Background: an optimization exercise with open tools, aiming at small area, a short achievable clock period and few clock cycles per item. Do not read the settings as production practice. In this exercise RTL edits were held to simulation tests only and were not proved equivalent to the original.

## flow/design.v (module list and top-level ports; edited modules follow where they fit)
// module lms_seq: 19 lines
// module lms_mac: 1280 lines
// module lms_fa: 11 lines
// module weight_bank: 15 lines
// module lms_weight_update: 39 lines
module lms_weight_update
(
    input  logic                       clk,
    input  logic                       rstn,
    input  logic                       start,      
    input  logic [lms_pkg::ERR_W-1:0]  err,        
    input  logic [lms_pkg::REFS_W-1:0] refs,       
    output logic                       busy,       
    output logic                       done,       
    output logic [lms_pkg::BANK_W-1:0] weights     
);
  // ...
==> flow/flow/run.sh <==
#!/bin/bash
# Standard layout, with plain buffers on the ports instead of the delay
# buffers buffer_ports picks by default.
set -euo pipefail
export BUFFER_PORTS_ARGS="-buffer_cell sky130_fd_sc_hd__buf_2"
bash standard.sh finish > standard_flow.log 2>&1
==> flow/standard.sh <==
#!/bin/bash
# synth_recipe.tcl (not shown) runs the flow's synth.tcl, then flattens the netlist and writes it again
# the make line also repeats each setting of config.mk as NAME=value (left out here)
make -C /OpenROAD-flow-scripts/flow DESIGN_CONFIG=/design/flow/config.mk WORK_HOME=/design/flow/orfs CLKGATE_MAP_FILE= SYNTH_SCRIPT=/design/flow/synth_recipe.tcl "${@:-finish}"
==> flow/config.mk <==
export PLATFORM = sky130hd
export DESIGN_NAME = lms_weight_update
export DESIGN_NICKNAME = lms_weight_update
export VERILOG_FILES = /design/flow/design.v
export SDC_FILE = /design/flow/constraint.sdc
export NUM_CORES = 4
export LEC_CHECK = 0
export CAP_MARGIN = 20
export CORE_MARGIN = 2
export CORE_UTILIZATION = 55
export SETUP_SLACK_MARGIN = 3.0
export SLEW_MARGIN = 20
export SYNTH_HIERARCHICAL = 1
export SYNTH_MINIMUM_KEEP_SIZE = 0
==> flow/constraint.sdc <==
create_clock -name core_clock -period 9.0 [get_ports {clk}]
set_input_delay 1.8000 -clock core_clock [delete_from_list [all_inputs] [get_ports {clk}]]
set_output_delay 1.8000 -clock core_clock [all_outputs]
set_load 0.01 [all_outputs]
==> metrics.md, run 1 <==
| Metric | Value |
|---|---|
| Area Overhead vs Synth | 24.9% |
| Post-synth cell types | 43 |
| Multi-input combinational area share | 70.4% |
| Cell depth of the worst flop-to-flop path | 16 |
| Final Util | 69.3% |
| Biggest area consumer among synthesized cells | fa_1 |
| Fin crit share | 73.1% |
| Fmax | 152 MHz |
| Hold buffer count at CTS | 0 |
| Worst-path cell chain | buf_16 -> and2_4 -> buf_12 -> buf_8 -> buf_16 -> buf_6 -> buf_6 -> nand2_4 -> fa_1 -> fa_1 -> fa_2 -> fa_1 -> fa_1 -> ha_4 -> and4_4 -> nor2b_4 -> nand4_1 -> a31oi_4 -> a2111o_1 -> a31oi_4 -> buf_12 -> buf_6 -> xor2_2 |
| CP endpoint | u_bank.weights[313]$_DFF_PN0_ |
| Tapcell Cnt | 2,072 |
| DP HPWL | 201,000 µm |
| Drt via density | 5.85 |
| Buf/Inv on CP | 8 |
| Die Width | 405 µm |
| Biggest regs | u_bank.weights x512, u_seq.done x1 |
| Seq cells | 513 |
| CP required | 9.59 ns |
| GP Congestion | 0.893 |
| Place WS | 1.07 ns |
| Status | finished clean |
| Postcts setup bufs | 340 |
| Synth Register Bits | 513 |
| Worst Setup SP | start |
| Vias in the first global route | 75,700 |
| Placed cell area | 95,200 µm² |
| Biggest register | u_bank.weights |
| CTS tree | done |
| Metal3 WL | 28,700 µm |
| Hold depth | 1 |
| Post_cts resized | 825 |
| Synth warn | 8 |
| Vias | 68,800 |
| Relative slew slack | 41.6% |
| Wl on met1 | 110,000 µm |
| Pre-antenna DRT Iters | 6 |
| Antenna diodes | 34 |
| Count of pins over their slew limit | 0 |
Testbench counts, summed over its fixed seeds: cycles 960, sweeps 960.
==> run 2: changes to the inputs <==
==> flow/run.sh (new file) <==
#!/bin/bash
# synth_recipe.tcl (not shown) runs the flow's synth.tcl, then flattens the netlist and writes it again
# the make line also repeats each setting of config.mk as NAME=value (left out here)
make -C /OpenROAD-flow-scripts/flow DESIGN_CONFIG=/design/flow/config.mk WORK_HOME=/design/flow/orfs CLKGATE_MAP_FILE= SYNTH_SCRIPT=/design/flow/synth_recipe.tcl finish
--- a/flow/config.mk
+++ b/flow/config.mk
@@ -7,8 +7,7 @@
 export LEC_CHECK = 0
 export CAP_MARGIN = 20
 export CORE_MARGIN = 2
-export CORE_UTILIZATION = 55
-export SETUP_SLACK_MARGIN = 3.0
+export CORE_UTILIZATION = 40
 export SLEW_MARGIN = 20
 export SYNTH_HIERARCHICAL = 1
 export SYNTH_MINIMUM_KEEP_SIZE = 0
removed: flow/flow/run.sh
removed: flow/standard.sh
==> run 2 against run 1 <==
Still clean on timing, DRC and antenna. Clock-buffer cell count up 7. Via count down 6.6%. Die area up 37%. Setup slack worse by 1.2 ns. Clock skew down 0.020 ns. Critical path depth down 5. Fmax down 15%. Global-route usage down 13 points. Register-to-register slack worse by 0.21 ns.
==> metrics.md, run 2 <==
| Metric | Value |
|---|---|
| Status | finished clean (unchanged) |
| Reg-to-reg startpoint | u_bank.weights[267]$_DFF_PN0_ (was u_bank.weights[428]$_DFF_PN0_) |
| Die Area | 224,000 µm² (was 164,000 µm²) |
| Postcts setup bufs | 0 (was 340) |
| Clk_skew | 0.0311 ns (was 0.0509 ns) |
| CP endpoint | u_bank.weights[124]$_DFF_PN0_ (was u_bank.weights[313]$_DFF_PN0_) |
| Io pins | 752 (unchanged) |
| Post-synth cell types | 43 (unchanged) |
| Worst hold path class | flip-flop to flip-flop (unchanged) |
| Area Overhead vs Synth | 16.4% (was 24.9%) |
| TritonCTS Buffers | 80 (was 74) |
| Fin crit share | 85.9% (was 73.1%) |
| Total global-route track usage | 25.0% (was 37.6%) |
| Synth top cells by count | nand2_1 (2,576), fa_1 (2,240), dfrtp_1 (513), inv_1 (480), ha_1 (416) (unchanged) |
| 1st-iter DRT viols | 3,898 (was 4,945) |
| Biggest register | u_bank.weights (unchanged) |
| Routed length per instance | 22.5 µm (was 25.6 µm) |
| Biggest area consumer among synthesized cells | fa_1 (unchanged) |
| Post-synth top area share | 50.8% (unchanged) |
| Root buffer cell | clkbuf_16 (unchanged) |
| Async SR Flop Fraction | 100% (unchanged) |
| RSZ-0062 raised after global routing | false (was true) |
| Post-synth EDFFs | 0 (unchanged) |
| Nets | 12,000 (was 12,500) |
| Cell count after synthesis | 8,368 (unchanged) |
| Synth warn | 8 (unchanged) |
| Startpoint types | primary input (unchanged) |
| Site Rows | 172 (was 146) |
| Relative slew slack | 41.7% (was 41.6%) |
| CP arrival | 8.33 ns (was 7.17 ns) |
| Routed WL | 270,000 µm (was 302,000 µm) |
| Port buffer count | 750 (unchanged) |
| R2R Path End | u_bank.weights[285]$_DFF_PN0_ (was u_bank.weights[444]$_DFF_PN0_) |
| Drt via density | 5.34 (was 5.85) |
| Setup_tns | 0 ns (unchanged) |
| Share of cells above drive strength 1 | 5.89% (was 26.5%) |
| Die H | 474 µm (was 405 µm) |
| CP required | 9.60 ns (was 9.59 ns) |
| Sequential share of the synthesized area | 14.6% (unchanged) |
| Mapped Avg Cell Area | 10.5 µm² (unchanged) |
| Least-Margin Pin Slew | 0.871 ns (was 0.876 ns) |
| FF-to-FF setup slack | 3.64 ns (was 3.85 ns) |
| Synth Cell Area | 88,200 µm² (unchanged) |
| Hold buffer count at CTS | 0 (unchanged) |
| Final Hold Viols | 0 (unchanged) |
| Synth area leaders | fa_1 (51%), dfrtp_1 (15%), nand2_1 (11%) (unchanged) |
| First-pass GRT wire length | 431,000 µm (was 460,000 µm) |
| Fmax | 129 MHz (was 152 MHz) |
| Starting Density | 40.2% (was 55.5%) |
| Setup violations, final | 0 (unchanged) |
| Core Region | 220,000 µm² (was 159,000 µm²) |
| Clock latency (worst-skew pair) | 0.74 ns (was 0.75 ns) |
| H-tree levels | 3 (unchanged) |
| Post-DRT Antenna Nets | 0 (unchanged) |
| Period minus WS final | 7.73 ns (was 6.58 ns) |
| Commonest non-fill, non-tap cell in the layout | nand2_1 (unchanged) |
| Max FO, Critical Path | 23 (was 8) |
| DP HPWL | 214,000 µm (was 201,000 µm) |
| Pre-antenna DRT Iters | 5 (was 6) |
| Commonest non-fill, non-tap cells in the layout | nand2_1 (2,576), fa_1 (2,240), clkdlybuf4s50_1 (749) (was nand2_1 (2,455), fa_1 (1,950), buf_2 (741)) |
| Post_cts resized | 0 (was 825) |
| Worst Setup SP | start (unchanged) |
| Count of pins over their slew limit | 0 (unchanged) |
| Die Width | 474 µm (was 405 µm) |
| CTS tree | done (unchanged) |
| Vias in the first global route | 73,500 (was 75,700) |
| Pin count of the biggest net entering global routing | 120 (was 130) |
| Clock transition at path regs | 0.06 ns (about the same) |
| Initial antenna violation count | 32 (was 59) |
| Remaining DRCs | 0 (unchanged) |
| Vias | 64,200 (was 68,800) |
| WS Path Type | primary input to flip-flop (unchanged) |
| Biggest regs | u_bank.weights x512, u_seq.done x1 (unchanged) |
| CP Capture Type | flip-flop (unchanged) |
| Clk buf depth | 3 (unchanged) |
| GP Congestion | 0.904 (was 0.893) |
| Top-count cell post-synth | nand2_1 (unchanged) |
| Clk sink count | 513 (unchanged) |
| Remaining global-route overflow | 0 (unchanged) |
| Cell depth of the worst flop-to-flop path | 15 (was 16) |
| Max FFs per register | 512 (unchanged) |
| Synth Register Bits | 513 (unchanged) |
| Top_reg_cell synth | dfrtp_1 (unchanged) |
| Max-Cap Viols | 0 (unchanged) |
## run 2: cell counts after synthesis
Identical to the previous run, type by type.
## run 2: cells by family after synthesis
kind of cell	count (synthesis)	share of synthesized area (%)
fa+ha+maj	2656	56.7
flops	513	14.6
compound gates	608	5.20
xor+xnor	432	4.29
other cells	17	0.0723
buf+inv	899	3.91
simple gates	3243	15.3
## run 2: worst min-delay path by stage
stage	start	end	cells after the start
after floorplan	u_bank.weights[127]$_DFF_PN0_	u_bank.weights[127]$_DFF_PN0_	1
after global placement	u_bank.weights[127]$_DFF_PN0_	u_bank.weights[127]$_DFF_PN0_	1
final	u_bank.weights[159]$_DFF_PN0_	u_bank.weights[159]$_DFF_PN0_	1
after CTS	u_bank.weights[159]$_DFF_PN0_	u_bank.weights[159]$_DFF_PN0_	1
after detailed placement	u_bank.weights[159]$_DFF_PN0_	u_bank.weights[159]$_DFF_PN0_	1
after global routing	u_bank.weights[159]$_DFF_PN0_	u_bank.weights[159]$_DFF_PN0_	1
## run 2: worst max-delay path: stages
cell and delay [ns]:
clkdlybuf4s50_1 0.74, and2_4 0.71, buf_4 0.37, nand2_1 0.12
fa_1 0.61, fa_1 0.45, fa_1 0.42, fa_1 0.51
fa_1 0.41, ha_1 0.36, a21o_1 0.21, a21oi_2 0.15
a2bb2oi_2 0.19, a31oi_2 0.19, a2111o_1 0.46, a31oi_4 0.32
nand4_2 0.15, xnor2_1 0.14
## run 2: area by class of cell
class | count | area, µm²
Timing Repair Buffer | 887 | 9140
Fill cell | 20200 | 117000
Sequential cell | 513 | 12800
Clock buffer | 103 | 2230
Tap cell | 2871 | 3590
Antenna cell | 23 | 57.6
Multi-Input combinational cell | 7116 | 72600
Inverter | 480 | 1800
Clock inverter | 41 | 440
## run 2: per-layer routing
metal / part of all wire (%) / GRT usage, % / up-vias
met1: 39 / 31.7 / 34100
met2: 49 / 41.4 / 2306
met3: 6.7 / 4.56 / 496
met4: 5.2 / 12.0 / 10
met5: 0.026 / 0 / -
li1: - / - / 27300
## run 2: per-stage QoR
| step | instance area [µm²] | utilization [%] | cells | hold WS (ns) | worst slack, ns |
|---|---|---|---|---|---|
| 6_report | 103000 | 46.8 | 12000 | 0.476 | 1.27 |
| 4_1_cts | 103000 | 46.7 | 12000 | 0.478 | 1.35 |
| 3_5_place_dp | 99900 | 45.5 | 11900 | 0.462 | 0.582 |
| 2_1_floorplan | 88800 | - | 8528 | 0.507 | 0.924 |
| 5_1_grt | 103000 | 46.8 | 12000 | 0.492 | 1.03 |
| 3_3_place_gp | 99900 | 45.5 | 11900 | 0.461 | 0.661 |
## run 2: per-module statistics from Yosys (local to each module, per instance)
module             copies in the design  cells  flops+latches
weight_bank                           1    512            512
lms_mac                              16    350              0
lms_weight_update                     1     12              0
lms_seq                               1      4              1
lms_fa                             2240      1              0

==> afterwards: timing with drivers on the ports <==
The results above use ideal ports. As a check the final layouts listed here were re-extracted and re-timed, cells and wires unchanged.
Step 1 (the two cells are an assumption about what drives the block):
set clk [get_ports {clk}]
set_driving_cell -lib_cell sky130_fd_sc_hd__clkbuf_16 $clk
set_driving_cell -lib_cell sky130_fd_sc_hd__buf_2 [delete_from_list [all_inputs] $clk]
Step 2 times the ports against the registers' clock, not the clock port: input delays grow and output delays shrink by t, the midpoint of the rising clock arrivals with the driver on.
Three values: ideal, step 1, step 2; two values: the first two.
run | t (ns) | slack for setup (ns) | worst register clock-pin slew, ns
run 1 | 0.814 | 2.421 / 2.259 / 1.445 | 0.07 / 0.07
run 2 | 0.795 | 1.270 / 1.332 / 0.537 | 0.07 / 0.07
After both steps setup and hold are still met in every run listed. For run 1, which loses most, drivers alone change the setup slack by -0.162 ns; drivers and shift together by -0.976 ns.
